This design comes from an exercise in tuning for small area on the open sky130 flow, not from production work.
Function was checked by simulation only, so behaviour that the tests miss may differ from the original.
No activity file was given, so power comes from the tool's default toggle rates.

## run a
==> flow/design.v <==
package ucsbece154b_fetch_queue_pkg;
    localparam int XLEN = 32;
    localparam logic [XLEN-1:0] NOP_INSTR = 32'h00000013;
    typedef struct packed {
        logic [XLEN-1:0] instr;
        logic [XLEN-1:0] pc;
    } fq_entry_t;
    function automatic logic [1:0] retire_request(input logic stall, input logic stall2);
        if (stall) retire_request = 2'd0;
        else if (stall2) retire_request = 2'd1;
        else retire_request = 2'd2;
    endfunction
endpackage
module ucsbece154b_fq_mem #(
    parameter int DEPTH = 8,
    parameter int AW    = $clog2(DEPTH)
) (
    input  logic                  clk,
    input  logic [DEPTH-1:0]      we,
    input  logic [63:0]           wdata_e,
    input  logic [63:0]           wdata_o,
    output logic [DEPTH*64-1:0]   q
);
    logic [63:0] mem [0:DEPTH-1];
    always_ff @(posedge clk) begin
        for (int k = 0; k < DEPTH; k++)
            if (we[k]) mem[k] <= k[0] ? wdata_o : wdata_e;
    end
    always_comb
        for (int k = 0; k < DEPTH; k++)
            q[k*64 +: 64] = mem[k];
endmodule
module ucsbece154b_fq_rd #(
    parameter int DEPTH = 8
) (
    input  logic [DEPTH-1:0]      sel,
    input  logic [DEPTH*64-1:0]   q,
    output logic [63:0]           d
);
    always_comb begin
        d = '0;
        for (int k = 0; k < DEPTH; k++)
            d = d | ({64{sel[k]}} & q[k*64 +: 64]);
    end
endmodule
module ucsbece154b_fetch_queue #(
    parameter int              DEPTH = 8,
    parameter logic [ucsbece154b_fetch_queue_pkg::XLEN-1:0] NOP   = ucsbece154b_fetch_queue_pkg::NOP_INSTR
) (
    input  logic                      clk,
    input  logic                      reset,
    input  logic                      FetchValid_i,
    input  logic                      FetchSingle_i,
    input  logic [ucsbece154b_fetch_queue_pkg::XLEN-1:0]           FetchInstr0_i,
    input  logic [ucsbece154b_fetch_queue_pkg::XLEN-1:0]           FetchInstr1_i,
    input  logic [ucsbece154b_fetch_queue_pkg::XLEN-1:0]           FetchPC_i,
    output logic                      FetchReady_o,
    input  logic                      StallD_i,
    input  logic                      StallD2_i,
    input  logic                      FlushD_i,
    output logic [ucsbece154b_fetch_queue_pkg::XLEN-1:0]           InstrD1_o,
    output logic [ucsbece154b_fetch_queue_pkg::XLEN-1:0]           PCD1_o,
    output logic                      ValidD1_o,
    output logic [ucsbece154b_fetch_queue_pkg::XLEN-1:0]           InstrD2_o,
    output logic [ucsbece154b_fetch_queue_pkg::XLEN-1:0]           PCD2_o,
    output logic                      ValidD2_o,
    output logic [$clog2(DEPTH):0]    Count_o
);
    localparam int AW = $clog2(DEPTH);
    localparam int CW = AW + 1;
    logic [AW-1:0] head, tail, head_p1, tail_p1;
    logic [CW-1:0] count;
    logic          enq, pair;
    logic [1:0]    enq_n, req_n, ret_n;
    logic [DEPTH-1:0] we;
    logic [63:0]   wdata0, wdata1, wdata_e, wdata_o;
    logic [DEPTH*64-1:0] q;
    logic [63:0]   rdata0, rdata1;
    assign head_p1 = head + 1'b1;
    assign tail_p1 = tail + 1'b1;
    assign FetchReady_o = (count <= DEPTH - 2);
    always_comb begin
        enq   = FetchValid_i & FetchReady_o & ~FlushD_i;
        pair  = ~FetchSingle_i;
        enq_n = 2'd0;
        if (enq) enq_n = pair ? 2'd2 : 2'd1;
        req_n = ucsbece154b_fetch_queue_pkg::retire_request(StallD_i, StallD2_i);
        ret_n = (count < {{(CW-2){1'b0}}, req_n}) ? count[1:0] : req_n;
        for (int k = 0; k < DEPTH; k++)
            we[k] = enq & ((tail == k) | (pair & (tail_p1 == k)));
    end
    assign wdata0  = {FetchInstr0_i, FetchPC_i};
    assign wdata1  = {FetchInstr1_i, FetchPC_i[31:2] + 30'd1, FetchPC_i[1:0]};
    assign wdata_e = tail[0] ? wdata1 : wdata0;
    assign wdata_o = tail[0] ? wdata0 : wdata1;
    ucsbece154b_fq_mem #(
        .DEPTH (DEPTH),
        .AW    (AW)
    ) u_mem (
        .clk     (clk),
        .we      (we),
        .wdata_e (wdata_e),
        .wdata_o (wdata_o),
        .q       (q)
    );
    always_ff @(posedge clk or posedge reset) begin
        if (reset) begin
            head  <= '0;
            tail  <= '0;
            count <= '0;
        end else if (FlushD_i) begin
            head  <= '0;
            tail  <= '0;
            count <= '0;
        end else begin
            head  <= head + {{(AW-2){1'b0}}, ret_n};
            tail  <= tail + {{(AW-2){1'b0}}, enq_n};
            count <= count + {{(CW-2){1'b0}}, enq_n} - {{(CW-2){1'b0}}, ret_n};
        end
    end
    assign ValidD1_o = (count != '0);
    assign ValidD2_o = (count >= 2);
    logic [DEPTH-1:0] sel0, sel1;
    always_comb
        for (int k = 0; k < DEPTH; k++) begin
            sel0[k] = ValidD1_o & (head == k);
            sel1[k] = ValidD2_o & (head_p1 == k);
        end
    ucsbece154b_fq_rd #(.DEPTH(DEPTH)) u_rd0 (.sel(sel0), .q(q), .d(rdata0));
    ucsbece154b_fq_rd #(.DEPTH(DEPTH)) u_rd1 (.sel(sel1), .q(q), .d(rdata1));
    assign InstrD1_o = rdata0[63:32] | (ValidD1_o ? '0 : NOP);
    assign PCD1_o    = rdata0[31:0];
    assign InstrD2_o = rdata1[63:32] | (ValidD2_o ? '0 : NOP);
    assign PCD2_o    = rdata1[31:0];
    assign Count_o   = count;
endmodule
clock: 6.0 ns
lec_check: 0
cap_margin: 20
core_margin: 2
core_utilization: 70
slew_margin: 20
synth_hierarchical: 1
standard.sh (not shown) runs the stock make flow with config.mk's settings and CLKGATE_MAP_FILE= SYNTH_SCRIPT=/design/flow/synth_recipe.tcl, a recipe that flattens the netlist after the stock synthesis.
==> flow/flow/run.sh <==
#!/bin/bash
# Standard ORFS layout, with two changes: ports are buffered with the smallest
# buffer (buf_1) instead of the resizer's default choice, and the clock tree is
# built from clkbuf_8 leaf clusters without dummy loads.
set -euo pipefail
export BUFFER_PORTS_ARGS="-buffer_cell sky130_fd_sc_hd__buf_1"
export CTS_ARGS="-sink_clustering_enable -repair_clock_nets -dont_use_dummy_load -buf_list sky130_fd_sc_hd__clkbuf_8 -sink_clustering_size 16 -sink_clustering_max_diameter 60"
bash standard.sh > standard_make.log 2>&1
#### Input delta (run b over run a)
==> flow/design.v, changed modules only <==
module ucsbece154b_fq_rd #(
    parameter int DEPTH = 8
) (
    input  logic [DEPTH-1:0]      sel,
    input  logic [DEPTH*64-1:0]   q,
    output logic [63:0]           d
);
    localparam int NG = DEPTH / 3;
    localparam int NR = DEPTH - 3*NG;
    for (genvar b = 0; b < 64; b++) begin : g_bit
        logic [NG-1:0] g;
        logic [NR:0]   r;
        for (genvar j = 0; j < NG; j++) begin : g_grp
            ucsbece154b_fq_aoi #(.N(3)) u_aoi (
                .s   (sel[3*j +: 3]),
                .a   ({q[(3*j+2)*64 + b], q[(3*j+1)*64 + b], q[(3*j)*64 + b]}),
                .y_n (g[j])
            );
        end
        assign r[0] = 1'b0;
        for (genvar i = 0; i < NR; i++) begin : g_rest
            assign r[i+1] = r[i] | (sel[3*NG+i] & q[(3*NG+i)*64 + b]);
        end
        assign d[b] = ~&g | r[NR];
    end
endmodule
module ucsbece154b_fq_aoi #(
    parameter int N = 3
) (
    input  logic [N-1:0] s,
    input  logic [N-1:0] a,
    output logic         y_n
);
    assign y_n = ~|(s & a);
endmodule
module ucsbece154b_fetch_queue #(
    parameter int              DEPTH = 8,
    parameter logic [ucsbece154b_fetch_queue_pkg::XLEN-1:0] NOP   = ucsbece154b_fetch_queue_pkg::NOP_INSTR
) (
    input  logic                      clk,
    input  logic                      reset,
    input  logic                      FetchValid_i,
    input  logic                      FetchSingle_i,
    input  logic [ucsbece154b_fetch_queue_pkg::XLEN-1:0]           FetchInstr0_i,
    input  logic [ucsbece154b_fetch_queue_pkg::XLEN-1:0]           FetchInstr1_i,
    input  logic [ucsbece154b_fetch_queue_pkg::XLEN-1:0]           FetchPC_i,
    output logic                      FetchReady_o,
    input  logic                      StallD_i,
    input  logic                      StallD2_i,
    input  logic                      FlushD_i,
    output logic [ucsbece154b_fetch_queue_pkg::XLEN-1:0]           InstrD1_o,
    output logic [ucsbece154b_fetch_queue_pkg::XLEN-1:0]           PCD1_o,
    output logic                      ValidD1_o,
    output logic [ucsbece154b_fetch_queue_pkg::XLEN-1:0]           InstrD2_o,
    output logic [ucsbece154b_fetch_queue_pkg::XLEN-1:0]           PCD2_o,
    output logic                      ValidD2_o,
    output logic [$clog2(DEPTH):0]    Count_o
);
    localparam int AW = $clog2(DEPTH);
    localparam int CW = AW + 1;
    logic [AW-1:0] head, tail, head_p1, tail_p1;
    logic [CW-1:0] count;
    logic          enq, pair;
    logic [1:0]    enq_n, req_n, ret_n;
    logic [DEPTH-1:0] we;
    logic [63:0]   wdata0, wdata1, wdata_e, wdata_o;
    logic [DEPTH*64-1:0] q;
    logic [63:0]   rdata0, rdata1;
    assign head_p1 = head + 1'b1;
    assign tail    = head + count[AW-1:0];
    assign tail_p1 = tail + 1'b1;
    assign FetchReady_o = (count <= DEPTH - 2);
    always_comb begin
        enq   = FetchValid_i & FetchReady_o & ~FlushD_i;
        pair  = ~FetchSingle_i;
        enq_n = 2'd0;
        if (enq) enq_n = pair ? 2'd2 : 2'd1;
        req_n = ucsbece154b_fetch_queue_pkg::retire_request(StallD_i, StallD2_i);
        ret_n = (count < {{(CW-2){1'b0}}, req_n}) ? count[1:0] : req_n;
        for (int k = 0; k < DEPTH; k++)
            we[k] = enq & ((tail == k) | (pair & (tail_p1 == k)));
    end
    assign wdata0  = {FetchInstr0_i, FetchPC_i};
    assign wdata1  = {FetchInstr1_i, FetchPC_i[31:2] + 30'd1, FetchPC_i[1:0]};
    assign wdata_e = tail[0] ? wdata1 : wdata0;
    assign wdata_o = tail[0] ? wdata0 : wdata1;
    ucsbece154b_fq_mem #(
        .DEPTH (DEPTH),
        .AW    (AW)
    ) u_mem (
        .clk     (clk),
        .we      (we),
        .wdata_e (wdata_e),
        .wdata_o (wdata_o),
        .q       (q)
    );
    always_ff @(posedge clk or posedge reset) begin
        if (reset) begin
            head  <= '0;
            count <= '0;
        end else if (FlushD_i) begin
            head  <= '0;
            count <= '0;
        end else begin
            head  <= head + {{(AW-2){1'b0}}, ret_n};
            count <= count + {{(CW-2){1'b0}}, enq_n} - {{(CW-2){1'b0}}, ret_n};
        end
    end
    assign ValidD1_o = (count != '0);
    assign ValidD2_o = (count >= 2);
    logic [DEPTH-1:0] sel0, sel1;
    always_comb
        for (int k = 0; k < DEPTH; k++) begin
            sel0[k] = ValidD1_o & (head == k);
            sel1[k] = ValidD2_o & (head_p1 == k);
        end
    ucsbece154b_fq_rd #(.DEPTH(DEPTH)) u_rd0 (.sel(sel0), .q(q), .d(rdata0));
    ucsbece154b_fq_rd #(.DEPTH(DEPTH)) u_rd1 (.sel(sel1), .q(q), .d(rdata1));
    assign InstrD1_o = rdata0[63:32] | (ValidD1_o ? '0 : NOP);
    assign PCD1_o    = rdata0[31:0];
    assign InstrD2_o = rdata1[63:32] | (ValidD2_o ? '0 : NOP);
    assign PCD2_o    = rdata1[31:0];
    assign Count_o   = count;
endmodule
==> comparison <==
Run b supports a lower top clock frequency than run a.
Comparing run b and run a, the lower clock network fraction of total power was measured on run b.
Power in combinational cells: run b vs run a up 36%
Compared with run a, run b shows count of distinct cell types in the synthesized netlist that has gone down by a few percent.
From run a to run b the numbers moved as follows: die area now sits lower; final cell utilization of the core moved up.

[separate check: timing with driven ports]
How much do the figures lean on ideal ports? The routed layouts below were timed once more, with nothing changed but the port constraints. Step 1 assumes that a clkbuf_16 drives the clock port and a buf_2 every other input. Step 2 also shifts input and output timing later by t, the mid clock arrival at the registers, as if the neighbouring blocks saw the same clock. Three values: ideal, step 1, step 2; two values: the first two.
| run | shift t [ns] | slack for setup (ns) | worst data-port slew with drivers (ns) |
|---|---|---|---|
| run a | 0.644 | 0.777 / 0.724 / 1.368 | 0.10 |
| run b | 0.607 | 0.521 / 0.470 / 1.077 | 0.08 |
After both steps setup and hold are still met in every run listed.
